Context: an optimization exercise on an open-source flow, tuned for small area. The choices shown serve that exercise and are no tape-out recipe. Only simulation tests tie the RTL to the original design; equivalence was not proved. No activity file was given, so power comes from the tool's default toggle rates.

## flow/design.v (module list and top-level ports; edited modules follow where they fit)
// module dp_bram: 28 lines
// module mac_pe: 632 lines
// module pe_array: 63 lines
// module result_buffer: 76 lines
// module matmul_datapath: 94 lines
module matmul_datapath (
  input  wire logic                                  clk,
  input  wire logic                                  clr_n,
  input  wire logic [2:0]                            a_en,
  input  wire logic [2:0]                            a_we,
  input  wire logic [5:0]                            a_addr,
  input  wire logic [47:0]                           a_din,
  input  wire logic [2:0]                            b_en,
  input  wire logic [2:0]                            b_we,
  input  wire logic [5:0]                            b_addr,
  input  wire logic [47:0]                           b_din,
  input  wire logic                                  pe_start,
  input  wire logic                                  pe_valid,  
  input  wire logic                                  pe_last,
  input  wire logic                                  capture,
  input  wire logic                                  buf_clear,
  input  wire logic                                  c_wr,
  input  wire logic [3:0]                            c_addr,
  input  wire logic [3:0]                            drain_idx,
  input  wire logic                                  rd_en,
  input  wire logic [3:0]                            rd_addr,
  output logic      [33:0]                           dout_c,
  output logic      [8:0]                            pe_done,
  output logic                                       buf_valid
);
  // ...
==> flow/flow/run.sh <==
#!/bin/bash
# Own layout flow:
#  1. the standard synthesis (standard.sh synth);
#  2. a polarity clean-up of its netlist (flow/polarity.py): inverters and
#     buffers between cells are dissolved, three-input ANDs that share an
#     input pair with many others are split so the pair is computed once,
#     4:1 muxes become and-or-invert gates over shared decoded selects,
#     full/half adders and simple gates
#     are re-typed to read/drive complemented values so that few inverters
#     remain; registers are untouched. The result is checked equivalent to the
#     standard netlist (registers cut into ports by name, ABC cec) and used
#     only if that check passes;
#  3. the standard layout (standard.sh finish) from that netlist, with the
#     clock tree built from clusters of up to 14 sinks per clkbuf_8 and no
#     dummy loads,
#     and the port buffers made with the smallest buffer.
set -euo pipefail
Y=$FLOW_HOME/../tools/install/yosys/bin
export PATH=$Y:$PATH
LIB=$FLOW_HOME/platforms/$FLOW_PLATFORM/lib/sky130_fd_sc_hd__tt_025C_1v80.lib
R=orfs/results/$FLOW_PLATFORM/matmul_datapath/base

bash standard.sh synth > synth.log 2>&1

cp $R/1_2_yosys.v std_netlist.v
if python3 flow/polarity.py $LIB std_netlist.v pol_netlist.v --buffers --factor --mux4 > polarity.log 2>&1 \
   && bash flow/toaig.sh $LIB std_netlist.v std.aig > aig_std.log 2>&1 \
   && bash flow/toaig.sh $LIB pol_netlist.v pol.aig > aig_pol.log 2>&1 \
   && yosys-abc -c "cec std.aig pol.aig" > cec.log 2>&1 \
   && grep -q "Networks are equivalent" cec.log; then
  echo "using the polarity-optimised netlist" | tee -a polarity.log
  cp pol_netlist.v $R/1_2_yosys.v
  rm -f $R/1_synth.odb $R/1_synth.sdc
else
  echo "polarity clean-up not used" | tee -a polarity.log
fi

CTS="-sink_clustering_enable -repair_clock_nets -dont_use_dummy_load"
CTS="$CTS -sink_clustering_size 14 -sink_clustering_max_diameter 60"
CTS="$CTS -buf_list sky130_fd_sc_hd__clkbuf_8"
bash standard.sh "CTS_ARGS=$CTS" \
  "BUFFER_PORTS_ARGS=-buffer_cell sky130_fd_sc_hd__buf_1" finish > layout.log 2>&1
==> flow/flow/cutregs.py <==
#!/usr/bin/env python3
"""Cut every register out of a mapped netlist, for a combinational equivalence
check: each register's output becomes an input port and each of its input pins
an output port, named after the register instance and declared in sorted
order, so two netlists with the same registers give the same ports.
usage: cutregs.py IN.v OUT.v"""
import re, sys
src = open(sys.argv[1]).read()
m = re.search(r'^module\s+(\S+)\s*\((.*?)\);', src, re.M | re.S)
body_start = m.end()
end = src.rindex('endmodule')
body = src[body_start:end]
inst_re = re.compile(r'^\s*(sky130_fd_sc_hd__\w+)\s+(\S+)\s*\((.*?)\);\s*$', re.S | re.M)
pin_re = re.compile(r'\.(\w+)\(\s*(.*?)\s*\)(?=\s*,|\s*$)', re.S)
REG = re.compile(r'sky130_fd_sc_hd__(s?e?df|dl)\w*$')
def esc(e):
    return e + ' ' if e.startswith('\\') else e
def clean(n):
    return re.sub(r'[^A-Za-z0-9_]', '_', n)
extra_in, extra_out, assigns = [], [], []
out = []
pos = 0
for mm in inst_re.finditer(body):
    out.append(body[pos:mm.start()])
    pos = mm.end()
    t, n = mm.group(1), mm.group(2)
    if not REG.match(t):
        out.append(mm.group(0))
        continue
    pins = dict((p, e.strip()) for p, e in pin_re.findall(mm.group(3)))
    base = clean(n)
    for p, e in pins.items():
        if p in ('Q', 'Q_N'):
            nm = f"q__{base}__{p}"
            extra_in.append(nm)
            assigns.append(f"  assign {esc(e)} = {nm};\n")
        elif p not in ('CLK', 'CLK_N', 'GATE'):
            nm = f"d__{base}__{p}"
            extra_out.append(nm)
            assigns.append(f"  assign {nm} = {esc(e)};\n")
out.append(body[pos:])
ports = m.group(2).strip()
allp = ports + ''.join(f", {x}" for x in sorted(extra_in) + sorted(extra_out))
decl = ''.join(f"  input {x};\n" for x in sorted(extra_in)) + ''.join(f"  output {x};\n" for x in sorted(extra_out))
res = src[:m.start()] + f"module {m.group(1)} ({allp});\n" + decl + ''.join(out) + ''.join(assigns) + "endmodule\n"
open(sys.argv[2], 'w').write(res)
==> flow/flow/toaig.sh <==
#!/bin/bash
# toaig.sh LIB NETLIST.v OUT.aig : the netlist's logic between registers as a
# combinational AIG (registers cut into ports by name), for ABC's cec
set -euo pipefail
python3 "$(dirname "$0")/cutregs.py" $2 $3.cut.v
yosys -q -p "read_liberty -ignore_miss_func $1; read_verilog $3.cut.v; hierarchy -top $FLOW_TOP; flatten; techmap; setundef -zero; aigmap; write_aiger $3"
==> flow/standard.sh <==
#!/bin/bash
# synth_recipe.tcl (not shown) runs the flow's synth.tcl, then flattens the netlist and writes it again
# the make line also repeats each setting of config.mk as NAME=value (left out here)
make -C /OpenROAD-flow-scripts/flow DESIGN_CONFIG=/design/flow/config.mk WORK_HOME=/design/flow/orfs CLKGATE_MAP_FILE= SYNTH_SCRIPT=/design/flow/synth_recipe.tcl "${@:-finish}"
==> flow/config.mk <==
export PLATFORM = sky130hd
export DESIGN_NAME = matmul_datapath
export DESIGN_NICKNAME = matmul_datapath
export VERILOG_FILES = /design/flow/design.v
export SDC_FILE = /design/flow/constraint.sdc
export NUM_CORES = 4
export LEC_CHECK = 0
export CAP_MARGIN = 10
export CORE_MARGIN = 2
export CORE_UTILIZATION = 65
export SLEW_MARGIN = 10
==> flow/constraint.sdc <==
create_clock -name core_clock -period 10.0 [get_ports {clk}]
set_input_delay 2.0000 -clock core_clock [delete_from_list [all_inputs] [get_ports {clk}]]
set_output_delay 2.0000 -clock core_clock [all_outputs]
set_load 0.01 [all_outputs]
Not shown: flow/flow/polarity.py
==> out/results.ini, run 1 <==
[clock_network]
clk_pin_slew_ns=0.09
h-tree-depth=4
post_cts_buffers=0
cts.path.max_buffers=3
cts_resized=0
hold_buffers=0
tritoncts=done
cts_buffers=172

[timing]
final-hold-violation-count=0
post-route-worst-setup-slack_ns=0.2905
rsz0062_at_grt=false
skew_ns=0.1206

[outcome]
status=finished clean

[global_route]
gr-total-overflow=0
grt_max_degree=98

[layout]
reg.largest.list=c_mem x544, u_pe_array.g_row.g_col.sum_nq x306, u_result_buffer.entry_n x306
register_area_mm2=0.04809
largest_register=c_mem
final_util_pct=73.22
multi_input_cells=6770
n_all_buffers=1041
nets=12170
largest_register_ffs=544
sh_seq_area_pct=36.77
fin_area_mm2=0.1308

[power]
p_total_mw=22.30

[worst_setup_path]
end_kind=flip-flop
crit_start=pe_valid

[synthesis]
avgSynthCellArea_um2=13.71
synth_area_mm2=0.1168

[detailed_routing]
wl_met1_um=143600
drt-pass1-iter-count=9
via_per_inst=6.647

[place]
io_buffers=184
placed_area_mm2=0.1284

[die]
tapCellCount=2355

==> module pe_array, before the edit <==
module pe_array (
  input  wire logic                                   clk,
  input  wire logic                                   clr_n,
  input  wire logic                                   start,    
  input  wire logic                                   valid,
  input  wire logic                                   last,
  input  wire logic [3*16-1:0]        a_rd,     
  input  wire logic [3*16-1:0]        b_rd,     
  output logic [3*3*(2 * 16 + 2)-1:0]      sums_n,     
  output logic [3*3*2-1:0]     carries_n,  
  output logic                                        zero,     
  output logic                                        done
);
  localparam int DW = 16;
  localparam int AW = (2 * 16 + 2);
  localparam int NS = 2;
  logic rz;     
  logic clr_s;  
  always_ff @(posedge clk or negedge clr_n)
  begin
    if (!clr_n)
    begin
      rz   <= 1'b1;
      done <= 1'b0;
    end
    else
    begin
      rz   <= 1'b0;
      done <= valid & last;
    end
  end
  assign zero  = rz;
  assign clr_s = rz | (valid & start);
  logic [DW-1:0] a_g [3];
  for (genvar r = 0; r < 3; r++)
  begin : g_gate
    assign a_g[r] = a_rd[(r % 3)*DW +: DW] & {DW{valid}};
  end
  for (genvar r = 0; r < 3; r++)
  begin : g_row
    for (genvar c = 0; c < 3; c++)
    begin : g_col
      localparam int I = r * 3 + c;
      logic [AW-1:0] sum_nq, sum_d;  
      logic [NS-1:0] cy_nq, cy_d;
      mac_pe u_pe (
        .a     (a_g[r]),
        .b     (b_rd[(c % 3)*DW +: DW]),
        .s_in  (~sum_nq & {AW{~clr_s}}),
        .c_in  (~cy_nq & {NS{~clr_s}}),
        .s_out (sum_d),
        .c_out (cy_d)
      );
      always_ff @(posedge clk)
      begin
        sum_nq <= ~sum_d;
        cy_nq  <= ~cy_d;
      end
      assign sums_n[I*AW +: AW]    = sum_nq;
      assign carries_n[I*NS +: NS] = cy_nq;
    end
  end
endmodule
==> run 2, diff against run 1 <==
==> flow/design.v (replaced) <==
`timescale 1ns/1ps
`default_nettype none
module dp_bram #(
  parameter int ADDR_W = 2,   
  parameter int DATA_W = 16   
) (
  input  wire logic              clk,
  input  wire logic              wr_en,     
  input  wire logic              wr_we,     
  input  wire logic [ADDR_W-1:0] wr_addr,
  input  wire logic [DATA_W-1:0] wr_wdata,
  output logic      [DATA_W-1:0] wr_rdata   
);
  localparam int DEPTH = 2 ** ADDR_W;
  logic [DATA_W-1:0] mem [DEPTH];
  always_ff @(posedge clk)
  begin
    if (wr_en)
    begin
      if (wr_we)
      begin
        mem[wr_addr] <= wr_wdata;
      end
      else
      begin
        wr_rdata <= mem[wr_addr];
      end
    end
  end
endmodule
`default_nettype wire
`timescale 1ns/1ps
`default_nettype none
module mac_pe (
  input  wire logic [15:0]   a,
  input  wire logic [15:0]   b,
  input  wire logic [33:0]   s_in,
  input  wire logic [2:0]    c_in,
  output logic      [33:0]   s_out,
  output logic      [2:0]    c_out
);
  logic [255:0] pp;  
  for (genvar i = 0; i < 16; i++) begin : g_pp
    assign pp[i*16 +: 16] = b & {16{a[i]}};
  end
  logic s1, c2, s3, c4, s5, c6, s7, c8, s9, c10, s11, c12, s13, c14, s15, c16;
  logic s17, c18, s19, c20, s21, c22, s23, c24, s25, c26, s27, c28, s29, c30, s31, c32;
  logic s33, c34, s35, c36, s37, c38, s39, c40, s41, c42, s43, c44, s45, c46, s47, c48;
  logic s49, c50, s51, c52, s53, c54, s55, c56, s57, c58, s59, c60, s61, c62, s63, c64;
  logic s65, c66, s67, c68, s69, c70, s71, c72, s73, c74, s75, c76, s77, c78, s79, c80;
  logic s81, c82, s83, c84, s85, c86, s87, c88, s89, c90, s91, c92, s93, c94, s95, c96;
  logic s97, c98, s99, c100, s101, c102, s103, c104, s105, c106, s107, c108, s109, c110, s111, c112;
  logic s113, c114, s115, c116, s117, c118, s119, c120, s121, c122, s123, c124, s125, c126, s127, c128;
  logic s129, c130, s131, c132, s133, c134, s135, c136, s137, c138, s139, c140, s141, c142, s143, c144;
  logic s145, c146, s147, c148, s149, c150, s151, c152, s153, c154, s155, c156, s157, c158, s159, c160;
  logic s161, c162, s163, c164, s165, c166, s167, c168, s169, c170, s171, c172, s173, c174, s175, c176;
  logic s177, c178, s179, c180, s181, c182, s183, c184, s185, c186, s187, c188, s189, c190, s191, c192;
  logic s193, c194, s195, c196, s197, c198, s199, c200, s201, c202, s203, c204, s205, c206, s207, c208;
  logic s209, c210, s211, c212, s213, c214, s215, c216, s217, c218, s219, c220, s221, c222, s223, c224;
  logic s225, c226, s227, c228, s229, c230, s231, c232, s233, c234, s235, c236, s237, c238, s239, c240;
  logic s241, c242, s243, c244, s245, c246, s247, c248, s249, c250, s251, c252, s253, c254, s255, c256;
  logic s257, c258, s259, c260, s261, c262, s263, c264, s265, c266, s267, c268, s269, c270, s271, c272;
  logic s273, c274, s275, c276, s277, c278, s279, c280, s281, c282, s283, c284, s285, c286, s287, c288;
  logic s289, c290, s291, c292, s293, c294, s295, c296, s297, c298, s299, c300, s301, c302, s303, c304;
  logic s305, c306, s307, c308, s309, c310, s311, c312, s313, c314, s315, c316, s317, c318, s319, c320;
  logic s321, c322, s323, c324, s325, c326, s327, c328, s329, c330, s331, c332, s333, c334, s335, c336;
  logic s337, c338, s339, c340, s341, c342, s343, c344, s345, c346, s347, c348, s349, c350, s351, c352;
  logic s353, c354, s355, c356, s357, c358, s359, c360, s361, c362, s363, c364, s365, c366, s367, c368;
  logic s369, c370, s371, c372, s373, c374, s375, c376, s377, c378, s379, c380, s381, c382, s383, c384;
  logic s385, c386, s387, c388, s389, c390, s391, c392, s393, c394, s395, c396, s397, c398, s399, c400;
  logic s401, c402, s403, c404, s405, c406, s407, c408, s409, c410, s411, c412, s413, c414, s415, c416;
  logic s417, c418, s419, c420, s421, c422, s423, c424, s425, c426, s427, c428, s429, c430, s431, c432;
  logic s433, c434, s435, c436, s437, c438, s439, c440, s441, c442, s443, c444, s445, c446, s447, c448;
  logic s449, c450, s451, c452, s453, c454, s455, c456, s457, c458, s459, c460, s461, c462, s463, c464;
  logic s465, c466, s467, c468, s469, c470, s471, c472, s473, c474, s475, c476, s477, c478, s479, c480;
  logic s481, c482, s483, c484, s485, c486, s487, c488, s489, c490, s491, c492, s493, c494, s495, c496;
  logic s497, c498, s499, c500, s501, c502, s503, c504, s505, c506, s507, c508, s509, c510, s511, c512;
  logic s513, c514, s515, c516, s517, c518, s519, c520, s521, c522, s523, c524, s525, c526, s527, c528;
  logic s529, c530, s531, c532, s533, c534, s535, c536, s537, c538, s539, c540, s541, c542, s543, c544;
  logic s545, c546, s547, c548, s549, c550, s551, c552, s553, c554, s555, c556, s557, c558, s559, c560;
  logic s561, c562, s563, c564, s565, c566, s567, c568, s569, c570, s571, c572, s573, c574;
  assign s1 = c_in[0] ^ pp[102] ^ pp[117];
  assign c2 = (c_in[0] & pp[102]) | (c_in[0] & pp[117]) | (pp[102] & pp[117]);
  assign s3 = pp[103] ^ pp[118] ^ pp[133];
  assign c4 = (pp[103] & pp[118]) | (pp[103] & pp[133]) | (pp[118] & pp[133]);
  assign s5 = pp[13] ^ pp[148];
  assign c6 = pp[13] & pp[148];
  assign s7 = pp[104] ^ pp[119] ^ pp[134];
  assign c8 = (pp[104] & pp[119]) | (pp[104] & pp[134]) | (pp[119] & pp[134]);
  assign s9 = pp[149] ^ pp[14] ^ pp[164];
  assign c10 = (pp[149] & pp[14]) | (pp[149] & pp[164]) | (pp[14] & pp[164]);
  assign s11 = pp[179] ^ pp[194];
  assign c12 = pp[179] & pp[194];
  assign s13 = pp[105] ^ pp[120] ^ pp[135];
  assign c14 = (pp[105] & pp[120]) | (pp[105] & pp[135]) | (pp[120] & pp[135]);
  assign s15 = pp[150] ^ pp[15] ^ pp[165];
  assign c16 = (pp[150] & pp[15]) | (pp[150] & pp[165]) | (pp[15] & pp[165]);
  assign s17 = pp[180] ^ pp[195] ^ pp[210];
  assign c18 = (pp[180] & pp[195]) | (pp[180] & pp[210]) | (pp[195] & pp[210]);
  assign s19 = pp[225] ^ pp[240];
  assign c20 = pp[225] & pp[240];
  assign s21 = pp[106] ^ pp[121] ^ pp[136];
  assign c22 = (pp[106] & pp[121]) | (pp[106] & pp[136]) | (pp[121] & pp[136]);
  assign s23 = pp[151] ^ pp[166] ^ pp[181];
  assign c24 = (pp[151] & pp[166]) | (pp[151] & pp[181]) | (pp[166] & pp[181]);
  assign s25 = pp[196] ^ pp[211] ^ pp[226];
  assign c26 = (pp[196] & pp[211]) | (pp[196] & pp[226]) | (pp[211] & pp[226]);
  assign s27 = pp[241] ^ pp[31];
  assign c28 = pp[241] & pp[31];
  assign s29 = pp[107] ^ pp[122] ^ pp[137];
  assign c30 = (pp[107] & pp[122]) | (pp[107] & pp[137]) | (pp[122] & pp[137]);
  assign s31 = pp[152] ^ pp[167] ^ pp[182];
  assign c32 = (pp[152] & pp[167]) | (pp[152] & pp[182]) | (pp[167] & pp[182]);
  assign s33 = pp[197] ^ pp[212] ^ pp[227];
  assign c34 = (pp[197] & pp[212]) | (pp[197] & pp[227]) | (pp[212] & pp[227]);
  assign s35 = pp[108] ^ pp[123] ^ pp[138];
  assign c36 = (pp[108] & pp[123]) | (pp[108] & pp[138]) | (pp[123] & pp[138]);
  assign s37 = pp[153] ^ pp[168] ^ pp[183];
  assign c38 = (pp[153] & pp[168]) | (pp[153] & pp[183]) | (pp[168] & pp[183]);
  assign s39 = c_in[1] ^ pp[109] ^ pp[124];
  assign c40 = (c_in[1] & pp[109]) | (c_in[1] & pp[124]) | (pp[109] & pp[124]);
  assign s41 = pp[139] ^ pp[154];
  assign c42 = pp[139] & pp[154];
  assign s43 = pp[110] ^ pp[125];
  assign c44 = pp[110] & pp[125];
  assign s45 = pp[113] ^ pp[128];
  assign c46 = pp[113] & pp[128];
  assign s47 = pp[114] ^ pp[129] ^ pp[144];
  assign c48 = (pp[114] & pp[129]) | (pp[114] & pp[144]) | (pp[129] & pp[144]);
  assign s49 = pp[24] ^ pp[39];
  assign c50 = pp[24] & pp[39];
  assign s51 = pp[100] ^ pp[10] ^ pp[115];
  assign c52 = (pp[100] & pp[10]) | (pp[100] & pp[115]) | (pp[10] & pp[115]);
  assign s53 = pp[130] ^ pp[145] ^ pp[160];
  assign c54 = (pp[130] & pp[145]) | (pp[130] & pp[160]) | (pp[145] & pp[160]);
  assign s55 = pp[25] ^ pp[40];
  assign c56 = pp[25] & pp[40];
  assign s57 = pp[101] ^ pp[116] ^ pp[11];
  assign c58 = (pp[101] & pp[116]) | (pp[101] & pp[11]) | (pp[116] & pp[11]);
  assign s59 = pp[131] ^ pp[146] ^ pp[161];
  assign c60 = (pp[131] & pp[146]) | (pp[131] & pp[161]) | (pp[146] & pp[161]);
  assign s61 = pp[176] ^ pp[26] ^ pp[41];
  assign c62 = (pp[176] & pp[26]) | (pp[176] & pp[41]) | (pp[26] & pp[41]);
  assign s63 = pp[56] ^ pp[71];
  assign c64 = pp[56] & pp[71];
  assign s65 = pp[12] ^ pp[132] ^ pp[147];
  assign c66 = (pp[12] & pp[132]) | (pp[12] & pp[147]) | (pp[132] & pp[147]);
  assign s67 = pp[162] ^ pp[177] ^ pp[192];
  assign c68 = (pp[162] & pp[177]) | (pp[162] & pp[192]) | (pp[177] & pp[192]);
  assign s69 = pp[27] ^ pp[42] ^ pp[57];
  assign c70 = (pp[27] & pp[42]) | (pp[27] & pp[57]) | (pp[42] & pp[57]);
  assign s71 = pp[72] ^ pp[87] ^ s_in[12];
  assign c72 = (pp[72] & pp[87]) | (pp[72] & s_in[12]) | (pp[87] & s_in[12]);
  assign s73 = pp[163] ^ pp[178] ^ pp[193];
  assign c74 = (pp[163] & pp[178]) | (pp[163] & pp[193]) | (pp[178] & pp[193]);
  assign s75 = pp[208] ^ pp[28] ^ pp[43];
  assign c76 = (pp[208] & pp[28]) | (pp[208] & pp[43]) | (pp[28] & pp[43]);
  assign s77 = pp[58] ^ pp[73] ^ pp[88];
  assign c78 = (pp[58] & pp[73]) | (pp[58] & pp[88]) | (pp[73] & pp[88]);
  assign s79 = s_in[13] ^ s5 ^ c2;
  assign c80 = (s_in[13] & s5) | (s_in[13] & c2) | (s5 & c2);
  assign s81 = pp[209] ^ pp[224] ^ pp[29];
  assign c82 = (pp[209] & pp[224]) | (pp[209] & pp[29]) | (pp[224] & pp[29]);
  assign s83 = pp[44] ^ pp[59] ^ pp[74];
  assign c84 = (pp[44] & pp[59]) | (pp[44] & pp[74]) | (pp[59] & pp[74]);
  assign s85 = pp[89] ^ s_in[14] ^ c6;
  assign c86 = (pp[89] & s_in[14]) | (pp[89] & c6) | (s_in[14] & c6);
  assign s87 = s11 ^ c4 ^ s7;
  assign c88 = (s11 & c4) | (s11 & s7) | (c4 & s7);
  assign s89 = pp[30] ^ pp[45] ^ pp[60];
  assign c90 = (pp[30] & pp[45]) | (pp[30] & pp[60]) | (pp[45] & pp[60]);
  assign s91 = pp[75] ^ pp[90] ^ s_in[15];
  assign c92 = (pp[75] & pp[90]) | (pp[75] & s_in[15]) | (pp[90] & s_in[15]);
  assign s93 = c12 ^ s19 ^ c10;
  assign c94 = (c12 & s19) | (c12 & c10) | (s19 & c10);
  assign s95 = c8 ^ s13 ^ s15;
  assign c96 = (c8 & s13) | (c8 & s15) | (s13 & s15);
  assign s97 = pp[46] ^ pp[61] ^ pp[76];
  assign c98 = (pp[46] & pp[61]) | (pp[46] & pp[76]) | (pp[61] & pp[76]);
  assign s99 = pp[91] ^ s_in[16] ^ c20;
  assign c100 = (pp[91] & s_in[16]) | (pp[91] & c20) | (s_in[16] & c20);
  assign s101 = s27 ^ c14 ^ c16;
  assign c102 = (s27 & c14) | (s27 & c16) | (c14 & c16);
  assign s103 = c18 ^ s21 ^ s23;
  assign c104 = (c18 & s21) | (c18 & s23) | (s21 & s23);
  assign s105 = pp[242] ^ pp[47] ^ pp[62];
  assign c106 = (pp[242] & pp[47]) | (pp[242] & pp[62]) | (pp[47] & pp[62]);
  assign s107 = pp[77] ^ pp[92] ^ s_in[17];
  assign c108 = (pp[77] & pp[92]) | (pp[77] & s_in[17]) | (pp[92] & s_in[17]);
  assign s109 = c28 ^ c22 ^ c24;
  assign c110 = (c28 & c22) | (c28 & c24) | (c22 & c24);
  assign s111 = c26 ^ s29 ^ s31;
  assign c112 = (c26 & s29) | (c26 & s31) | (s29 & s31);
  assign s113 = pp[198] ^ pp[213] ^ pp[228];
  assign c114 = (pp[198] & pp[213]) | (pp[198] & pp[228]) | (pp[213] & pp[228]);
  assign s115 = pp[243] ^ pp[63] ^ pp[78];
  assign c116 = (pp[243] & pp[63]) | (pp[243] & pp[78]) | (pp[63] & pp[78]);
  assign s117 = pp[93] ^ s_in[18] ^ c30;
  assign c118 = (pp[93] & s_in[18]) | (pp[93] & c30) | (s_in[18] & c30);
  assign s119 = c32 ^ c34 ^ s35;
  assign c120 = (c32 & c34) | (c32 & s35) | (c34 & s35);
  assign s121 = pp[169] ^ pp[184] ^ pp[199];
  assign c122 = (pp[169] & pp[184]) | (pp[169] & pp[199]) | (pp[184] & pp[199]);
  assign s123 = pp[214] ^ pp[229] ^ pp[244];
  assign c124 = (pp[214] & pp[229]) | (pp[214] & pp[244]) | (pp[229] & pp[244]);
  assign s125 = pp[79] ^ pp[94] ^ s_in[19];
  assign c126 = (pp[79] & pp[94]) | (pp[79] & s_in[19]) | (pp[94] & s_in[19]);
  assign s127 = s41 ^ c36 ^ c38;
  assign c128 = (s41 & c36) | (s41 & c38) | (c36 & c38);
  assign s129 = pp[140] ^ pp[155] ^ pp[170];
  assign c130 = (pp[140] & pp[155]) | (pp[140] & pp[170]) | (pp[155] & pp[170]);
  assign s131 = pp[185] ^ pp[200] ^ pp[215];
  assign c132 = (pp[185] & pp[200]) | (pp[185] & pp[215]) | (pp[200] & pp[215]);
  assign s133 = pp[230] ^ pp[245] ^ pp[95];
  assign c134 = (pp[230] & pp[245]) | (pp[230] & pp[95]) | (pp[245] & pp[95]);
  assign s135 = s_in[20] ^ c42 ^ s43;
  assign c136 = (s_in[20] & c42) | (s_in[20] & s43) | (c42 & s43);
  assign s137 = pp[111] ^ pp[126] ^ pp[141];
  assign c138 = (pp[111] & pp[126]) | (pp[111] & pp[141]) | (pp[126] & pp[141]);
  assign s139 = pp[156] ^ pp[171] ^ pp[186];
  assign c140 = (pp[156] & pp[171]) | (pp[156] & pp[186]) | (pp[171] & pp[186]);
  assign s141 = pp[201] ^ pp[216] ^ pp[231];
  assign c142 = (pp[201] & pp[216]) | (pp[201] & pp[231]) | (pp[216] & pp[231]);
  assign s143 = pp[246] ^ s_in[21];
  assign c144 = pp[246] & s_in[21];
  assign s145 = pp[127] ^ pp[142] ^ pp[157];
  assign c146 = (pp[127] & pp[142]) | (pp[127] & pp[157]) | (pp[142] & pp[157]);
  assign s147 = pp[172] ^ pp[187] ^ pp[202];
  assign c148 = (pp[172] & pp[187]) | (pp[172] & pp[202]) | (pp[187] & pp[202]);
  assign s149 = pp[217] ^ pp[232];
  assign c150 = pp[217] & pp[232];
  assign s151 = pp[143] ^ pp[158] ^ pp[173];
  assign c152 = (pp[143] & pp[158]) | (pp[143] & pp[173]) | (pp[158] & pp[173]);
  assign s153 = pp[188] ^ pp[203];
  assign c154 = pp[188] & pp[203];
  assign s155 = pp[159] ^ pp[174];
  assign c156 = pp[159] & pp[174];
  assign s157 = pp[20] ^ pp[35];
  assign c158 = pp[20] & pp[35];
  assign s159 = pp[21] ^ pp[36] ^ pp[51];
  assign c160 = (pp[21] & pp[36]) | (pp[21] & pp[51]) | (pp[36] & pp[51]);
  assign s161 = pp[66] ^ pp[6];
  assign c162 = pp[66] & pp[6];
  assign s163 = pp[112] ^ pp[22] ^ pp[37];
  assign c164 = (pp[112] & pp[22]) | (pp[112] & pp[37]) | (pp[22] & pp[37]);
  assign s165 = pp[52] ^ pp[67] ^ pp[7];
  assign c166 = (pp[52] & pp[67]) | (pp[52] & pp[7]) | (pp[67] & pp[7]);
  assign s167 = pp[82] ^ pp[97];
  assign c168 = pp[82] & pp[97];
  assign s169 = pp[23] ^ pp[38] ^ pp[53];
  assign c170 = (pp[23] & pp[38]) | (pp[23] & pp[53]) | (pp[38] & pp[53]);
  assign s171 = pp[68] ^ pp[83] ^ pp[8];
  assign c172 = (pp[68] & pp[83]) | (pp[68] & pp[8]) | (pp[83] & pp[8]);
  assign s173 = pp[98] ^ s_in[8] ^ s45;
  assign c174 = (pp[98] & s_in[8]) | (pp[98] & s45) | (s_in[8] & s45);
  assign s175 = pp[54] ^ pp[69] ^ pp[84];
  assign c176 = (pp[54] & pp[69]) | (pp[54] & pp[84]) | (pp[69] & pp[84]);
  assign s177 = pp[99] ^ pp[9] ^ s_in[9];
  assign c178 = (pp[99] & pp[9]) | (pp[99] & s_in[9]) | (pp[9] & s_in[9]);
  assign s179 = c46 ^ s49 ^ s47;
  assign c180 = (c46 & s49) | (c46 & s47) | (s49 & s47);
  assign s181 = pp[55] ^ pp[70] ^ pp[85];
  assign c182 = (pp[55] & pp[70]) | (pp[55] & pp[85]) | (pp[70] & pp[85]);
  assign s183 = s_in[10] ^ c50 ^ s55;
  assign c184 = (s_in[10] & c50) | (s_in[10] & s55) | (c50 & s55);
  assign s185 = c48 ^ s51 ^ s53;
  assign c186 = (c48 & s51) | (c48 & s53) | (s51 & s53);
  assign s187 = pp[86] ^ s_in[11] ^ c56;
  assign c188 = (pp[86] & s_in[11]) | (pp[86] & c56) | (s_in[11] & c56);
  assign s189 = s63 ^ c52 ^ c54;
  assign c190 = (s63 & c52) | (s63 & c54) | (c52 & c54);
  assign s191 = s57 ^ s59 ^ s61;
  assign c192 = (s57 & s59) | (s57 & s61) | (s59 & s61);
  assign s193 = c64 ^ c58 ^ c60;
  assign c194 = (c64 & c58) | (c64 & c60) | (c58 & c60);
  assign s195 = c62 ^ s1 ^ s65;
  assign c196 = (c62 & s1) | (c62 & s65) | (s1 & s65);
  assign s197 = s67 ^ s69 ^ s71;
  assign c198 = (s67 & s69) | (s67 & s71) | (s69 & s71);
  assign s199 = c66 ^ c68 ^ c70;
  assign c200 = (c66 & c68) | (c66 & c70) | (c68 & c70);
  assign s201 = c72 ^ s3 ^ s73;
  assign c202 = (c72 & s3) | (c72 & s73) | (s3 & s73);
  assign s203 = s75 ^ s77 ^ s79;
  assign c204 = (s75 & s77) | (s75 & s79) | (s77 & s79);
  assign s205 = c74 ^ c76 ^ c78;
  assign c206 = (c74 & c76) | (c74 & c78) | (c76 & c78);
  assign s207 = s81 ^ s83 ^ s9;
  assign c208 = (s81 & s83) | (s81 & s9) | (s83 & s9);
  assign s209 = c80 ^ s85 ^ s87;
  assign c210 = (c80 & s85) | (c80 & s87) | (s85 & s87);
  assign s211 = c82 ^ c84 ^ s17;
  assign c212 = (c82 & c84) | (c82 & s17) | (c84 & s17);
  assign s213 = s89 ^ s91 ^ c86;
  assign c214 = (s89 & s91) | (s89 & c86) | (s91 & c86);
  assign s215 = c88 ^ s93 ^ s95;
  assign c216 = (c88 & s93) | (c88 & s95) | (s93 & s95);
  assign s217 = c90 ^ c92 ^ s25;
  assign c218 = (c90 & c92) | (c90 & s25) | (c92 & s25);
  assign s219 = s97 ^ c94 ^ s99;
  assign c220 = (s97 & c94) | (s97 & s99) | (c94 & s99);
  assign s221 = c96 ^ s101 ^ s103;
  assign c222 = (c96 & s101) | (c96 & s103) | (s101 & s103);
  assign s223 = c98 ^ s105 ^ s107;
  assign c224 = (c98 & s105) | (c98 & s107) | (s105 & s107);
  assign s225 = s33 ^ c100 ^ c102;
  assign c226 = (s33 & c100) | (s33 & c102) | (c100 & c102);
  assign s227 = c104 ^ s109 ^ s111;
  assign c228 = (c104 & s109) | (c104 & s111) | (s109 & s111);
  assign s229 = c106 ^ c108 ^ s113;
  assign c230 = (c106 & c108) | (c106 & s113) | (c108 & s113);
  assign s231 = s115 ^ s37 ^ c110;
  assign c232 = (s115 & s37) | (s115 & c110) | (s37 & c110);
  assign s233 = c112 ^ s117 ^ s119;
  assign c234 = (c112 & s117) | (c112 & s119) | (s117 & s119);
  assign s235 = c114 ^ c116 ^ s121;
  assign c236 = (c114 & c116) | (c114 & s121) | (c116 & s121);
  assign s237 = s123 ^ s125 ^ s39;
  assign c238 = (s123 & s125) | (s123 & s39) | (s125 & s39);
  assign s239 = c118 ^ c120 ^ s127;
  assign c240 = (c118 & c120) | (c118 & s127) | (c120 & s127);
  assign s241 = c122 ^ c124 ^ c126;
  assign c242 = (c122 & c124) | (c122 & c126) | (c124 & c126);
  assign s243 = c40 ^ s129 ^ s131;
  assign c244 = (c40 & s129) | (c40 & s131) | (s129 & s131);
  assign s245 = s133 ^ c128 ^ s135;
  assign c246 = (s133 & c128) | (s133 & s135) | (c128 & s135);
  assign s247 = c44 ^ s143 ^ c130;
  assign c248 = (c44 & s143) | (c44 & c130) | (s143 & c130);
  assign s249 = c132 ^ c134 ^ s137;
  assign c250 = (c132 & c134) | (c132 & s137) | (c134 & s137);
  assign s251 = s139 ^ s141 ^ c136;
  assign c252 = (s139 & s141) | (s139 & c136) | (s141 & c136);
  assign s253 = pp[247] ^ s_in[22] ^ c144;
  assign c254 = (pp[247] & s_in[22]) | (pp[247] & c144) | (s_in[22] & c144);
  assign s255 = s149 ^ c138 ^ c140;
  assign c256 = (s149 & c138) | (s149 & c140) | (c138 & c140);
  assign s257 = c142 ^ s145 ^ s147;
  assign c258 = (c142 & s145) | (c142 & s147) | (s145 & s147);
  assign s259 = pp[218] ^ pp[233] ^ pp[248];
  assign c260 = (pp[218] & pp[233]) | (pp[218] & pp[248]) | (pp[233] & pp[248]);
  assign s261 = s_in[23] ^ c150 ^ s153;
  assign c262 = (s_in[23] & c150) | (s_in[23] & s153) | (c150 & s153);
  assign s263 = c146 ^ c148 ^ s151;
  assign c264 = (c146 & c148) | (c146 & s151) | (c148 & s151);
  assign s265 = pp[189] ^ pp[204] ^ pp[219];
  assign c266 = (pp[189] & pp[204]) | (pp[189] & pp[219]) | (pp[204] & pp[219]);
  assign s267 = pp[234] ^ pp[249] ^ s_in[24];
  assign c268 = (pp[234] & pp[249]) | (pp[234] & s_in[24]) | (pp[249] & s_in[24]);
  assign s269 = c154 ^ s155 ^ c152;
  assign c270 = (c154 & s155) | (c154 & c152) | (s155 & c152);
  assign s271 = c_in[2] ^ pp[175] ^ pp[190];
  assign c272 = (c_in[2] & pp[175]) | (c_in[2] & pp[190]) | (pp[175] & pp[190]);
  assign s273 = pp[205] ^ pp[220] ^ pp[235];
  assign c274 = (pp[205] & pp[220]) | (pp[205] & pp[235]) | (pp[220] & pp[235]);
  assign s275 = pp[250] ^ s_in[25] ^ c156;
  assign c276 = (pp[250] & s_in[25]) | (pp[250] & c156) | (s_in[25] & c156);
  assign s277 = pp[191] ^ pp[206] ^ pp[221];
  assign c278 = (pp[191] & pp[206]) | (pp[191] & pp[221]) | (pp[206] & pp[221]);
  assign s279 = pp[236] ^ pp[251];
  assign c280 = pp[236] & pp[251];
  assign s281 = pp[207] ^ pp[222];
  assign c282 = pp[207] & pp[222];
  assign s283 = pp[18] ^ pp[33];
  assign c284 = pp[18] & pp[33];
  assign s285 = pp[19] ^ pp[34] ^ pp[49];
  assign c286 = (pp[19] & pp[34]) | (pp[19] & pp[49]) | (pp[34] & pp[49]);
  assign s287 = pp[4] ^ pp[64];
  assign c288 = pp[4] & pp[64];
  assign s289 = pp[50] ^ pp[5] ^ pp[65];
  assign c290 = (pp[50] & pp[5]) | (pp[50] & pp[65]) | (pp[5] & pp[65]);
  assign s291 = pp[80] ^ s_in[5] ^ s157;
  assign c292 = (pp[80] & s_in[5]) | (pp[80] & s157) | (s_in[5] & s157);
  assign s293 = pp[81] ^ pp[96] ^ s_in[6];
  assign c294 = (pp[81] & pp[96]) | (pp[81] & s_in[6]) | (pp[96] & s_in[6]);
  assign s295 = c158 ^ s161 ^ s159;
  assign c296 = (c158 & s161) | (c158 & s159) | (s161 & s159);
  assign s297 = s_in[7] ^ c162 ^ s167;
  assign c298 = (s_in[7] & c162) | (s_in[7] & s167) | (c162 & s167);
  assign s299 = c160 ^ s163 ^ s165;
  assign c300 = (c160 & s163) | (c160 & s165) | (s163 & s165);
  assign s301 = c168 ^ c164 ^ c166;
  assign c302 = (c168 & c164) | (c168 & c166) | (c164 & c166);
  assign s303 = s169 ^ s171 ^ s173;
  assign c304 = (s169 & s171) | (s169 & s173) | (s171 & s173);
  assign s305 = c170 ^ c172 ^ s175;
  assign c306 = (c170 & c172) | (c170 & s175) | (c172 & s175);
  assign s307 = s177 ^ c174 ^ s179;
  assign c308 = (s177 & c174) | (s177 & s179) | (c174 & s179);
  assign s309 = c176 ^ c178 ^ s181;
  assign c310 = (c176 & c178) | (c176 & s181) | (c178 & s181);
  assign s311 = s183 ^ c180 ^ s185;
  assign c312 = (s183 & c180) | (s183 & s185) | (c180 & s185);
  assign s313 = c182 ^ c184 ^ s187;
  assign c314 = (c182 & c184) | (c182 & s187) | (c184 & s187);
  assign s315 = c186 ^ s189 ^ s191;
  assign c316 = (c186 & s189) | (c186 & s191) | (s189 & s191);
  assign s317 = c188 ^ c190 ^ c192;
  assign c318 = (c188 & c190) | (c188 & c192) | (c190 & c192);
  assign s319 = s193 ^ s195 ^ s197;
  assign c320 = (s193 & s195) | (s193 & s197) | (s195 & s197);
  assign s321 = c194 ^ c196 ^ c198;
  assign c322 = (c194 & c196) | (c194 & c198) | (c196 & c198);
  assign s323 = s199 ^ s201 ^ s203;
  assign c324 = (s199 & s201) | (s199 & s203) | (s201 & s203);
  assign s325 = c200 ^ c202 ^ s205;
  assign c326 = (c200 & c202) | (c200 & s205) | (c202 & s205);
  assign s327 = s207 ^ c204 ^ s209;
  assign c328 = (s207 & c204) | (s207 & s209) | (c204 & s209);
  assign s329 = c206 ^ c208 ^ s211;
  assign c330 = (c206 & c208) | (c206 & s211) | (c208 & s211);
  assign s331 = s213 ^ c210 ^ s215;
  assign c332 = (s213 & c210) | (s213 & s215) | (c210 & s215);
  assign s333 = c212 ^ c214 ^ s217;
  assign c334 = (c212 & c214) | (c212 & s217) | (c214 & s217);
  assign s335 = s219 ^ c216 ^ s221;
  assign c336 = (s219 & c216) | (s219 & s221) | (c216 & s221);
  assign s337 = c218 ^ s223 ^ c220;
  assign c338 = (c218 & s223) | (c218 & c220) | (s223 & c220);
  assign s339 = s225 ^ c222 ^ s227;
  assign c340 = (s225 & c222) | (s225 & s227) | (c222 & s227);
  assign s341 = c224 ^ c226 ^ s229;
  assign c342 = (c224 & c226) | (c224 & s229) | (c226 & s229);
  assign s343 = s231 ^ c228 ^ s233;
  assign c344 = (s231 & c228) | (s231 & s233) | (c228 & s233);
  assign s345 = c230 ^ c232 ^ s235;
  assign c346 = (c230 & c232) | (c230 & s235) | (c232 & s235);
  assign s347 = s237 ^ c234 ^ s239;
  assign c348 = (s237 & c234) | (s237 & s239) | (c234 & s239);
  assign s349 = c236 ^ c238 ^ s241;
  assign c350 = (c236 & c238) | (c236 & s241) | (c238 & s241);
  assign s351 = s243 ^ c240 ^ s245;
  assign c352 = (s243 & c240) | (s243 & s245) | (c240 & s245);
  assign s353 = c242 ^ c244 ^ s247;
  assign c354 = (c242 & c244) | (c242 & s247) | (c244 & s247);
  assign s355 = s249 ^ c246 ^ s251;
  assign c356 = (s249 & c246) | (s249 & s251) | (c246 & s251);
  assign s357 = c248 ^ s253 ^ c250;
  assign c358 = (c248 & s253) | (c248 & c250) | (s253 & c250);
  assign s359 = s255 ^ c252 ^ s257;
  assign c360 = (s255 & c252) | (s255 & s257) | (c252 & s257);
  assign s361 = s259 ^ c254 ^ c256;
  assign c362 = (s259 & c254) | (s259 & c256) | (c254 & c256);
  assign s363 = s261 ^ c258 ^ s263;
  assign c364 = (s261 & c258) | (s261 & s263) | (c258 & s263);
  assign s365 = c260 ^ s265 ^ s267;
  assign c366 = (c260 & s265) | (c260 & s267) | (s265 & s267);
  assign s367 = c262 ^ c264 ^ s269;
  assign c368 = (c262 & c264) | (c262 & s269) | (c264 & s269);
  assign s369 = c266 ^ c268 ^ s271;
  assign c370 = (c266 & c268) | (c266 & s271) | (c268 & s271);
  assign s371 = s273 ^ c270 ^ s275;
  assign c372 = (s273 & c270) | (s273 & s275) | (c270 & s275);
  assign s373 = s_in[26] ^ s279 ^ c272;
  assign c374 = (s_in[26] & s279) | (s_in[26] & c272) | (s279 & c272);
  assign s375 = c274 ^ s277 ^ c276;
  assign c376 = (c274 & s277) | (c274 & c276) | (s277 & c276);
  assign s377 = pp[237] ^ pp[252] ^ s_in[27];
  assign c378 = (pp[237] & pp[252]) | (pp[237] & s_in[27]) | (pp[252] & s_in[27]);
  assign s379 = c280 ^ s281 ^ c278;
  assign c380 = (c280 & s281) | (c280 & c278) | (s281 & c278);
  assign s381 = pp[223] ^ pp[238] ^ pp[253];
  assign c382 = (pp[223] & pp[238]) | (pp[223] & pp[253]) | (pp[238] & pp[253]);
  assign s383 = s_in[28] ^ c282;
  assign c384 = s_in[28] & c282;
  assign s385 = pp[239] ^ pp[254];
  assign c386 = pp[239] & pp[254];
  assign s387 = pp[17] ^ pp[2];
  assign c388 = pp[17] & pp[2];
  assign s389 = pp[3] ^ pp[48] ^ s_in[3];
  assign c390 = (pp[3] & pp[48]) | (pp[3] & s_in[3]) | (pp[48] & s_in[3]);
  assign s391 = s_in[4] ^ c284 ^ s287;
  assign c392 = (s_in[4] & c284) | (s_in[4] & s287) | (c284 & s287);
  assign s393 = c288 ^ c286 ^ s289;
  assign c394 = (c288 & c286) | (c288 & s289) | (c286 & s289);
  assign s395 = c290 ^ s293 ^ c292;
  assign c396 = (c290 & s293) | (c290 & c292) | (s293 & c292);
  assign s397 = c294 ^ s297 ^ c296;
  assign c398 = (c294 & s297) | (c294 & c296) | (s297 & c296);
  assign s399 = c298 ^ c300 ^ s301;
  assign c400 = (c298 & c300) | (c298 & s301) | (c300 & s301);
  assign s401 = c302 ^ s305 ^ c304;
  assign c402 = (c302 & s305) | (c302 & c304) | (s305 & c304);
  assign s403 = c306 ^ s309 ^ c308;
  assign c404 = (c306 & s309) | (c306 & c308) | (s309 & c308);
  assign s405 = c310 ^ s313 ^ c312;
  assign c406 = (c310 & s313) | (c310 & c312) | (s313 & c312);
  assign s407 = c314 ^ c316 ^ s317;
  assign c408 = (c314 & c316) | (c314 & s317) | (c316 & s317);
  assign s409 = c318 ^ c320 ^ s321;
  assign c410 = (c318 & c320) | (c318 & s321) | (c320 & s321);
  assign s411 = c322 ^ s325 ^ c324;
  assign c412 = (c322 & s325) | (c322 & c324) | (s325 & c324);
  assign s413 = c326 ^ s329 ^ c328;
  assign c414 = (c326 & s329) | (c326 & c328) | (s329 & c328);
  assign s415 = c330 ^ s333 ^ c332;
  assign c416 = (c330 & s333) | (c330 & c332) | (s333 & c332);
  assign s417 = c334 ^ s337 ^ c336;
  assign c418 = (c334 & s337) | (c334 & c336) | (s337 & c336);
  assign s419 = c338 ^ s341 ^ c340;
  assign c420 = (c338 & s341) | (c338 & c340) | (s341 & c340);
  assign s421 = c342 ^ s345 ^ s347;
  assign c422 = (c342 & s345) | (c342 & s347) | (s345 & s347);
  assign s423 = c346 ^ s349 ^ c348;
  assign c424 = (c346 & s349) | (c346 & c348) | (s349 & c348);
  assign s425 = c350 ^ s353 ^ c352;
  assign c426 = (c350 & s353) | (c350 & c352) | (s353 & c352);
  assign s427 = c354 ^ s357 ^ c356;
  assign c428 = (c354 & s357) | (c354 & c356) | (s357 & c356);
  assign s429 = s361 ^ c358 ^ c360;
  assign c430 = (s361 & c358) | (s361 & c360) | (c358 & c360);
  assign s431 = c362 ^ s365 ^ c364;
  assign c432 = (c362 & s365) | (c362 & c364) | (s365 & c364);
  assign s433 = c366 ^ s369 ^ c368;
  assign c434 = (c366 & s369) | (c366 & c368) | (s369 & c368);
  assign s435 = c370 ^ s373 ^ c372;
  assign c436 = (c370 & s373) | (c370 & c372) | (s373 & c372);
  assign s437 = s377 ^ c374 ^ s379;
  assign c438 = (s377 & c374) | (s377 & s379) | (c374 & s379);
  assign s439 = c378 ^ s381 ^ s383;
  assign c440 = (c378 & s381) | (c378 & s383) | (s381 & s383);
  assign s441 = s_in[29] ^ s385 ^ c382;
  assign c442 = (s_in[29] & s385) | (s_in[29] & c382) | (s385 & c382);
  assign s443 = pp[255] ^ s_in[30];
  assign c444 = pp[255] & s_in[30];
  assign s445 = pp[16] ^ pp[1];
  assign c446 = pp[16] & pp[1];
  assign s447 = pp[32] ^ s_in[2] ^ s387;
  assign c448 = (pp[32] & s_in[2]) | (pp[32] & s387) | (s_in[2] & s387);
  assign s449 = c388 ^ s283 ^ s389;
  assign c450 = (c388 & s283) | (c388 & s389) | (s283 & s389);
  assign s451 = c390 ^ s285 ^ s391;
  assign c452 = (c390 & s285) | (c390 & s391) | (s285 & s391);
  assign s453 = c392 ^ s291 ^ s393;
  assign c454 = (c392 & s291) | (c392 & s393) | (s291 & s393);
  assign s455 = c394 ^ s295 ^ s395;
  assign c456 = (c394 & s295) | (c394 & s395) | (s295 & s395);
  assign s457 = c396 ^ s299 ^ s397;
  assign c458 = (c396 & s299) | (c396 & s397) | (s299 & s397);
  assign s459 = c398 ^ s303 ^ s399;
  assign c460 = (c398 & s303) | (c398 & s399) | (s303 & s399);
  assign s461 = c400 ^ s307 ^ s401;
  assign c462 = (c400 & s307) | (c400 & s401) | (s307 & s401);
  assign s463 = c402 ^ s311 ^ s403;
  assign c464 = (c402 & s311) | (c402 & s403) | (s311 & s403);
  assign s465 = s315 ^ c404 ^ s405;
  assign c466 = (s315 & c404) | (s315 & s405) | (c404 & s405);
  assign s467 = s319 ^ c406 ^ s407;
  assign c468 = (s319 & c406) | (s319 & s407) | (c406 & s407);
  assign s469 = c408 ^ s323 ^ s409;
  assign c470 = (c408 & s323) | (c408 & s409) | (s323 & s409);
  assign s471 = c410 ^ s327 ^ s411;
  assign c472 = (c410 & s327) | (c410 & s411) | (s327 & s411);
  assign s473 = c412 ^ s331 ^ s413;
  assign c474 = (c412 & s331) | (c412 & s413) | (s331 & s413);
  assign s475 = s335 ^ c414 ^ s415;
  assign c476 = (s335 & c414) | (s335 & s415) | (c414 & s415);
  assign s477 = s339 ^ c416 ^ s417;
  assign c478 = (s339 & c416) | (s339 & s417) | (c416 & s417);
  assign s479 = s343 ^ c418 ^ s419;
  assign c480 = (s343 & c418) | (s343 & s419) | (c418 & s419);
  assign s481 = c344 ^ c420 ^ s421;
  assign c482 = (c344 & c420) | (c344 & s421) | (c420 & s421);
  assign s483 = s351 ^ c422 ^ s423;
  assign c484 = (s351 & c422) | (s351 & s423) | (c422 & s423);
  assign s485 = s355 ^ c424 ^ s425;
  assign c486 = (s355 & c424) | (s355 & s425) | (c424 & s425);
  assign s487 = s359 ^ c426 ^ s427;
  assign c488 = (s359 & c426) | (s359 & s427) | (c426 & s427);
  assign s489 = s363 ^ c428 ^ s429;
  assign c490 = (s363 & c428) | (s363 & s429) | (c428 & s429);
  assign s491 = s367 ^ c430 ^ s431;
  assign c492 = (s367 & c430) | (s367 & s431) | (c430 & s431);
  assign s493 = s371 ^ c432 ^ s433;
  assign c494 = (s371 & c432) | (s371 & s433) | (c432 & s433);
  assign s495 = s375 ^ c434 ^ s435;
  assign c496 = (s375 & c434) | (s375 & s435) | (c434 & s435);
  assign s497 = c376 ^ s437 ^ c436;
  assign c498 = (c376 & s437) | (c376 & c436) | (s437 & c436);
  assign s499 = c380 ^ s439 ^ c438;
  assign c500 = (c380 & s439) | (c380 & c438) | (s439 & c438);
  assign s501 = c384 ^ c440 ^ s441;
  assign c502 = (c384 & c440) | (c384 & s441) | (c440 & s441);
  assign s503 = c386 ^ s443 ^ c442;
  assign c504 = (c386 & s443) | (c386 & c442) | (s443 & c442);
  assign s505 = s_in[31] ^ c444;
  assign c506 = s_in[31] & c444;
  assign s507 = pp[0] ^ s_in[0];
  assign c508 = pp[0] & s_in[0];
  assign s509 = s445 ^ s_in[1] ^ c508;
  assign c510 = (s445 & s_in[1]) | (s445 & c508) | (s_in[1] & c508);
  assign s511 = c446 ^ s447 ^ c510;
  assign c512 = (c446 & s447) | (c446 & c510) | (s447 & c510);
  assign s513 = c448 ^ s449 ^ c512;
  assign c514 = (c448 & s449) | (c448 & c512) | (s449 & c512);
  assign s515 = c450 ^ s451 ^ c514;
  assign c516 = (c450 & s451) | (c450 & c514) | (s451 & c514);
  assign s517 = c452 ^ s453 ^ c516;
  assign c518 = (c452 & s453) | (c452 & c516) | (s453 & c516);
  assign s519 = c454 ^ s455 ^ c518;
  assign c520 = (c454 & s455) | (c454 & c518) | (s455 & c518);
  assign s521 = c456 ^ s457 ^ c520;
  assign c522 = (c456 & s457) | (c456 & c520) | (s457 & c520);
  assign s523 = c458 ^ s459 ^ c522;
  assign c524 = (c458 & s459) | (c458 & c522) | (s459 & c522);
  assign s525 = c460 ^ s461 ^ c524;
  assign c526 = (c460 & s461) | (c460 & c524) | (s461 & c524);
  assign s527 = c462 ^ s463 ^ c526;
  assign c528 = (c462 & s463) | (c462 & c526) | (s463 & c526);
  assign s529 = c464 ^ s465 ^ c528;
  assign c530 = (c464 & s465) | (c464 & c528) | (s465 & c528);
  assign s531 = c466 ^ s467;
  assign c532 = c466 & s467;
  assign s533 = c468 ^ s469 ^ c532;
  assign c534 = (c468 & s469) | (c468 & c532) | (s469 & c532);
  assign s535 = c470 ^ s471 ^ c534;
  assign c536 = (c470 & s471) | (c470 & c534) | (s471 & c534);
  assign s537 = c472 ^ s473 ^ c536;
  assign c538 = (c472 & s473) | (c472 & c536) | (s473 & c536);
  assign s539 = c474 ^ s475 ^ c538;
  assign c540 = (c474 & s475) | (c474 & c538) | (s475 & c538);
  assign s541 = c476 ^ s477 ^ c540;
  assign c542 = (c476 & s477) | (c476 & c540) | (s477 & c540);
  assign s543 = c478 ^ s479 ^ c542;
  assign c544 = (c478 & s479) | (c478 & c542) | (s479 & c542);
  assign s545 = c480 ^ s481;
  assign c546 = c480 & s481;
  assign s547 = c482 ^ s483 ^ c546;
  assign c548 = (c482 & s483) | (c482 & c546) | (s483 & c546);
  assign s549 = c484 ^ s485 ^ c548;
  assign c550 = (c484 & s485) | (c484 & c548) | (s485 & c548);
  assign s551 = c486 ^ s487 ^ c550;
  assign c552 = (c486 & s487) | (c486 & c550) | (s487 & c550);
  assign s553 = c488 ^ s489 ^ c552;
  assign c554 = (c488 & s489) | (c488 & c552) | (s489 & c552);
  assign s555 = c490 ^ s491 ^ c554;
  assign c556 = (c490 & s491) | (c490 & c554) | (s491 & c554);
  assign s557 = c492 ^ s493;
  assign c558 = c492 & s493;
  assign s559 = c494 ^ s495 ^ c558;
  assign c560 = (c494 & s495) | (c494 & c558) | (s495 & c558);
  assign s561 = c496 ^ s497 ^ c560;
  assign c562 = (c496 & s497) | (c496 & c560) | (s497 & c560);
  assign s563 = c498 ^ s499 ^ c562;
  assign c564 = (c498 & s499) | (c498 & c562) | (s499 & c562);
  assign s565 = c500 ^ s501 ^ c564;
  assign c566 = (c500 & s501) | (c500 & c564) | (s501 & c564);
  assign s567 = c502 ^ s503 ^ c566;
  assign c568 = (c502 & s503) | (c502 & c566) | (s503 & c566);
  assign s569 = c504 ^ s505 ^ c568;
  assign c570 = (c504 & s505) | (c504 & c568) | (s505 & c568);
  assign s571 = c506 ^ s_in[32] ^ c570;
  assign c572 = (c506 & s_in[32]) | (c506 & c570) | (s_in[32] & c570);
  assign s573 = s_in[33] ^ c572;
  assign c574 = s_in[33] & c572;
  assign s_out[0] = s507;
  assign s_out[1] = s509;
  assign s_out[2] = s511;
  assign s_out[3] = s513;
  assign s_out[4] = s515;
  assign s_out[5] = s517;
  assign s_out[6] = s519;
  assign s_out[7] = s521;
  assign s_out[8] = s523;
  assign s_out[9] = s525;
  assign s_out[10] = s527;
  assign s_out[11] = s529;
  assign s_out[12] = s531;
  assign s_out[13] = s533;
  assign s_out[14] = s535;
  assign s_out[15] = s537;
  assign s_out[16] = s539;
  assign s_out[17] = s541;
  assign s_out[18] = s543;
  assign s_out[19] = s545;
  assign s_out[20] = s547;
  assign s_out[21] = s549;
  assign s_out[22] = s551;
  assign s_out[23] = s553;
  assign s_out[24] = s555;
  assign s_out[25] = s557;
  assign s_out[26] = s559;
  assign s_out[27] = s561;
  assign s_out[28] = s563;
  assign s_out[29] = s565;
  assign s_out[30] = s567;
  assign s_out[31] = s569;
  assign s_out[32] = s571;
  assign s_out[33] = s573;
  assign c_out[0] = c530;
  assign c_out[1] = c544;
  assign c_out[2] = c556;
endmodule
`default_nettype wire
`timescale 1ns/1ps
`default_nettype none
module pe_array (
  input  wire logic                                   clk,
  input  wire logic                                   clr_n,
  input  wire logic                                   start,    
  input  wire logic                                   valid,
  input  wire logic                                   last,
  input  wire logic [3*16-1:0]        a_rd,     
  input  wire logic [3*16-1:0]        b_rd,     
  output logic [3*3*(2 * 16 + 2)-1:0]      sums_n,     
  output logic [3*3*3-1:0]     carries_n,  
  output logic                                        zero,     
  output logic                                        done
);
  localparam int DW = 16;
  localparam int AW = (2 * 16 + 2);
  localparam int NS = 3;
  logic rz;     
  logic clr_s;  
  always_ff @(posedge clk or negedge clr_n)
  begin
    if (!clr_n)
    begin
      rz   <= 1'b1;
      done <= 1'b0;
    end
    else
    begin
      rz   <= 1'b0;
      done <= valid & last;
    end
  end
  assign zero  = rz;
  assign clr_s = rz | (valid & start);
  logic [DW-1:0] a_g [3];
  for (genvar r = 0; r < 3; r++)
  begin : g_gate
    assign a_g[r] = a_rd[(r % 3)*DW +: DW] & {DW{valid}};
  end
  for (genvar r = 0; r < 3; r++)
  begin : g_row
    for (genvar c = 0; c < 3; c++)
    begin : g_col
      localparam int I = r * 3 + c;
      logic [AW-1:0] sum_nq, sum_d;  
      logic [NS-1:0] cy_nq, cy_d;
      mac_pe u_pe (
        .a     (a_g[r]),
        .b     (b_rd[(c % 3)*DW +: DW]),
        .s_in  (~sum_nq & {AW{~clr_s}}),
        .c_in  (~cy_nq & {NS{~clr_s}}),
        .s_out (sum_d),
        .c_out (cy_d)
      );
      always_ff @(posedge clk)
      begin
        sum_nq <= ~sum_d;
        cy_nq  <= ~cy_d;
      end
      assign sums_n[I*AW +: AW]    = sum_nq;
      assign carries_n[I*NS +: NS] = cy_nq;
    end
  end
endmodule
`default_nettype wire
`timescale 1ns/1ps
`default_nettype none
module result_buffer (
  input  wire logic                                 clk,
  input  wire logic                                 clr_n,
  input  wire logic                                 capture,     
  input  wire logic                                 clear,       
  input  wire logic                                 c_wr,        
  input  wire logic [3:0]                           drain_idx,   
  input  wire logic [3*3*(2 * 16 + 2)-1:0] sums_n,    
  input  wire logic [3*3*3-1:0] carries_n,  
  input  wire logic                                 zero,        
  output logic      [(2 * 16 + 2)-1:0]                 drain_data,  
  output logic                                      valid        
);
  localparam int AW   = (2 * 16 + 2);
  localparam int N_PE = 3 * 3;
  localparam int NS   = 3;
  localparam logic [3:0] LAST_IDX = 4'(N_PE - 1);
  logic [AW-1:0]   entry_n [N_PE];  
  logic [N_PE*NS-1:0] ecy_n;        
  logic            ez;            
  always_ff @(posedge clk or negedge clr_n)
  begin
    if (!clr_n)
    begin
      ez    <= 1'b1;
      valid <= 1'b0;
    end
    else if (clear)
    begin
      ez    <= 1'b1;
      valid <= 1'b0;
    end
    else if (capture)
    begin
      ez    <= zero;
      valid <= 1'b1;
    end
    else if (valid & c_wr & (drain_idx == LAST_IDX))
    begin
      valid <= 1'b0;
    end
  end
  always_ff @(posedge clk)
  begin
    if (capture)
    begin
      for (int i = 0; i < N_PE; i++) entry_n[i] <= sums_n[i*AW +: AW];
      ecy_n <= carries_n;
    end
  end
  logic [AW-1:0] sel_s, sel_sn;
  logic [NS-1:0] sel_c, sel_cn;
  always_comb
  begin
    sel_sn = '1;
    sel_cn = '1;
    for (int i = 0; i < N_PE; i++)
    begin
      if (drain_idx == 4'(i))
      begin
        sel_sn = entry_n[i];
        sel_cn = ecy_n[i*NS +: NS];
      end
    end
  end
  assign sel_s = ~sel_sn;
  assign sel_c = ~sel_cn;
  localparam int K0 = 12;
  localparam int K1 = 19;
  localparam int K2 = 25;
  logic [K1-K0-1:0] seg0;
  logic [K2-K1-1:0] seg1;
  logic [AW-K2-1:0] seg2;
  logic             cy0, cy1;
  assign {cy0, seg0} = {1'b0, sel_s[K1-1:K0]} + (K1-K0+1)'(sel_c[0]);
  assign {cy1, seg1} = {1'b0, sel_s[K2-1:K1]} + (K2-K1+1)'(sel_c[1]) + (K2-K1+1)'(cy0);
  assign seg2        = sel_s[AW-1:K2] + (AW-K2)'(sel_c[2]) + (AW-K2)'(cy1);
  assign drain_data  = ez ? '0 : {seg2, seg1, seg0, sel_s[K0-1:0]};
endmodule
`default_nettype wire
`timescale 1ns/1ps
`default_nettype none
module matmul_datapath (
  input  wire logic                                  clk,
  input  wire logic                                  clr_n,
  input  wire logic [2:0]                            a_en,
  input  wire logic [2:0]                            a_we,
  input  wire logic [5:0]                            a_addr,
  input  wire logic [47:0]                           a_din,
  input  wire logic [2:0]                            b_en,
  input  wire logic [2:0]                            b_we,
  input  wire logic [5:0]                            b_addr,
  input  wire logic [47:0]                           b_din,
  input  wire logic                                  pe_start,
  input  wire logic                                  pe_valid,  
  input  wire logic                                  pe_last,
  input  wire logic                                  capture,
  input  wire logic                                  buf_clear,
  input  wire logic                                  c_wr,
  input  wire logic [3:0]                            c_addr,
  input  wire logic [3:0]                            drain_idx,
  input  wire logic                                  rd_en,
  input  wire logic [3:0]                            rd_addr,
  output logic      [33:0]                           dout_c,
  output logic      [8:0]                            pe_done,
  output logic                                       buf_valid
);
  localparam int DW  = 16;
  localparam int AW  = (2 * 16 + 2);
  localparam int NPE = 3 * 3;
  logic [3*DW-1:0] a_rd;        
  logic [3*DW-1:0] b_rd;        
  logic [NPE*AW-1:0]       pe_sums_n;   
  logic [NPE*3-1:0] pe_cys_n;   
  logic                    pe_zero;     
  logic                    done;        
  logic [AW-1:0]           drain_data;  
  for (genvar g = 0; g < 3; g++)
  begin : g_bank
    dp_bram #(.ADDR_W(2), .DATA_W(DW)) u_a_bank (
      .clk      (clk),
      .wr_en    (a_en[g]),
      .wr_we    (a_we[g]),
      .wr_addr  (a_addr[g*2 +: 2]),
      .wr_wdata (a_din[g*DW +: DW]),
      .wr_rdata (a_rd[g*DW +: DW])
    );
    dp_bram #(.ADDR_W(2), .DATA_W(DW)) u_b_bank (
      .clk      (clk),
      .wr_en    (b_en[g]),
      .wr_we    (b_we[g]),
      .wr_addr  (b_addr[g*2 +: 2]),
      .wr_wdata (b_din[g*DW +: DW]),
      .wr_rdata (b_rd[g*DW +: DW])
    );
  end
  pe_array u_pe_array (
    .clk     (clk),
    .clr_n   (clr_n),
    .start   (pe_start),
    .valid   (pe_valid),
    .last    (pe_last),
    .a_rd    (a_rd),
    .b_rd    (b_rd),
    .sums_n    (pe_sums_n),
    .carries_n (pe_cys_n),
    .zero    (pe_zero),
    .done    (done)
  );
  assign pe_done = {NPE{done}};
  result_buffer u_result_buffer (
    .clk        (clk),
    .clr_n      (clr_n),
    .capture    (capture),
    .clear      (buf_clear),
    .c_wr       (c_wr),
    .drain_idx  (drain_idx),
    .sums_n     (pe_sums_n),
    .carries_n  (pe_cys_n),
    .zero       (pe_zero),
    .drain_data (drain_data),
    .valid      (buf_valid)
  );
  logic [AW-1:0] c_mem [16];
  always_ff @(posedge clk)
  begin
    if (c_wr)
    begin
      c_mem[c_addr] <= drain_data;
    end
    if (rd_en)
    begin
      dout_c <= c_mem[rd_addr];  
    end
  end
endmodule
`default_nettype wire
==> run 2 against run 1 <==
Effect of this change:
- still clean
- combinational power decreased by 15%
- sequential cell count increased by 18
- first-iteration DRC count shrank 5.2%
- largest power group unchanged
==> out/results.ini, run 2 <==
[global_route]
grt_max_degree=74  ; was 98
grt_pass1_wl_um=583800  ; was 582500 um
gr-total-overflow=0  ; unchanged
grt_pass1_vias=85550  ; was 85590
antenna_found_initial=21  ; was 18

[timing]
skew_ns=0.1210  ; was 0.1206 ns
post-route-worst-setup-slack_ns=1.318  ; was 0.2905 ns
slew_viol_final=0  ; unchanged
fin_crit_ns=8.682  ; was 9.709 ns
rsz0062_at_grt=false  ; unchanged
setup_viol_count_final=0  ; unchanged
slew_headroom_pct=12.96  ; was 14.72%
worst_slew_pin_slew_ns=1.301  ; was 1.274 ns
holdWs_ns=0.3783  ; was 0.3739 ns
final-hold-violation-count=0  ; unchanged

[place]
dp_hpwl_um=272900  ; was 298600 um
place_congestion=1.024  ; was 1.060
dp_slack_ns=0.4811  ; was -0.6906 ns
io_buffers=184  ; unchanged
placed_area_mm2=0.1265  ; was 0.1284 mm^2

[layout]
area_growth_pct=8.357  ; was 11.94%
fillCellCount=12580  ; was 11690
reg.largest.list=c_mem x544, u_pe_array.g_row.g_col.sum_nq x306, u_result_buffer.entry_n x306  ; unchanged
instances_no_fill=11920  ; was 12100
nets=11960  ; was 12170
largest_register_ffs=544  ; unchanged
drive_above_1_share_pct=7.199  ; was 11.83%
final_util_pct=70.64  ; was 73.22%
fin_area_mm2=0.1289  ; was 0.1308 mm^2
layout_commonest_cell=nand2_1  ; unchanged
largest_register=c_mem  ; unchanged
layout_common_cells=nand2_1, fa_1, edfxtp_1  ; unchanged

[clock_network]
cts_resized=0  ; unchanged
cts-root-buf=clkbuf_8  ; unchanged
post_cts_buffers=0  ; unchanged
h-tree-depth=4  ; unchanged
clk_latency_ns=0.99  ; was 1.03 ns
hold_buffers=0  ; unchanged
cts.path.max_buffers=3  ; unchanged
clock-sinks=1728  ; was 1710
tritoncts=done  ; unchanged
clk_pin_slew_ns=0.09  ; about the same
cts_buffers=173  ; was 172

[power]
switching_share_pct=34.39  ; was 34.02%
switching_power_mw=7.283  ; was 7.587 mW
p_clk_share_pct=18.3  ; was 17.1%
p_leak_nw=35.90  ; was 37.75 nW
seq_power_share_pct=45.9  ; was 43.1%
power_density_mw_per_mm2=164.3  ; was 170.5 mW/mm^2
combPwrFrac_pct=35.8  ; was 39.9%
p_total_mw=21.18  ; was 22.30 mW
ir_drop_mv=0.1290  ; was 0.1751 mV
p_int_mw=13.89  ; was 14.71 mW

[die]
io_pins=185  ; unchanged
fp.dieH_um=431.8  ; was 428.0 um
fp.dieArea_mm2=0.1865  ; was 0.1832 mm^2
core-area_mm2=0.1825  ; was 0.1786 mm^2

[worst_setup_path]
cp.required_ns=10.79  ; was 10.85 ns
worstRegToRegCells=15  ; was 23
arrival_ns=9.47  ; was 10.55 ns
r2r-start=g_bank[2].u_b_bank.wr_rdata[5]$_DFFE_PP_  ; was g_bank[2].u_a_bank.wr_rdata[2]$_DFFE_PP_
end_kind=flip-flop  ; unchanged

[detailed_routing]
drtIter0Drc=10400  ; was 10960
via_per_inst=6.723  ; was 6.647
drt-pass1-iter-count=9  ; unchanged
vias=80140  ; was 80410

[synthesis]
avgSynthCellArea_um2=13.62  ; was 13.71 um^2
synth_area_mm2=0.1190  ; was 0.1168 mm^2

[worst_hold_path]
hold_path.class=reg2reg  ; unchanged
min_to=u_result_buffer.entry_n[6][2]$_DFFE_PP_  ; was u_result_buffer.entry_n[0][32]$_DFFE_PP_

[outcome]
status=finished clean  ; unchanged

==> run 2: cell type report <==
class                           instances  area (um^2)  share of cell area (%)
Timing Repair Buffer                  617         4310                   3.344
Antenna cell                           21        52.55                 0.04076
Sequential cell                      1728        48540                   37.65
Inverter                               19        71.32                 0.05532
Multi-Input combinational cell       6978        70580                   54.75
Clock buffer                          173         2381                   1.847
Tap cell                             2385         2984                   2.315
==> run 2: critical path, stage by stage <==
cell	delay [ns]
clkbuf_4	0.72
buf_12	0.25
a21o_4	0.66
buf_4	0.52
or2_1	0.19
fa_1	0.42
fa_1	0.52
fa_1	0.45
fa_1	0.53
fa_1	0.43
fa_1	0.42
fa_1	0.42
fa_1	0.40
fa_1	0.39
fa_1	0.40
fa_1	0.45
==> run 2: worst max path at each step <==
| stage | startpoint | to | slack [ns] | depth (start not counted) |
|---|---|---|---|---|
| 3_5_place_dp | pe_valid | u_pe_array.g_row[0].g_col[2].sum_nq[33]$_DFF_P_ | 0.48 | 18 |
| 4_1_cts | pe_valid | u_pe_array.g_row[1].g_col[0].sum_nq[33]$_DFF_P_ | 1.54 | 19 |
| 3_3_place_gp | pe_valid | u_pe_array.g_row[1].g_col[0].sum_nq[33]$_DFF_P_ | 0.61 | 19 |
| 2_1_floorplan | pe_valid | u_pe_array.g_row[0].g_col[0].sum_nq[33]$_DFF_P_ | 0.89 | 15 |
| 5_1_grt | pe_valid | u_pe_array.g_row[0].g_col[2].sum_nq[33]$_DFF_P_ | 1.25 | 18 |
| 6_report | pe_valid | u_pe_array.g_row[2].g_col[1].sum_nq[18]$_DFF_P_ | 1.32 | 16 |
==> run 2: per-layer routing <==
layer	global-route usage, %	routed length (um)
met2	59.65	163300
met1	60.73	141400
met4	24.17	27380
met3	21.90	69190
met5	1.821	625
==> run 2: power by group through the flow <==
stage	Clock [mW]	Combinational [mW]	Sequential [mW]
3_3_place_gp	0	7.16	9.81
2_1_floorplan	0	5.00	9.56
5_1_grt	4.15	8.51	9.75
4_1_cts	3.92	7.56	9.66
6_report	3.88	7.58	9.72
3_5_place_dp	0	7.45	9.80

Re-timed with assumed drivers on the ports (clkbuf_16 on the clock, buf_2 on other inputs), run 2 has 1.384 ns of setup slack against 1.318 ns with ideal ports, and 0.367 ns once port delays also move by the mid clock arrival of 1.016 ns.
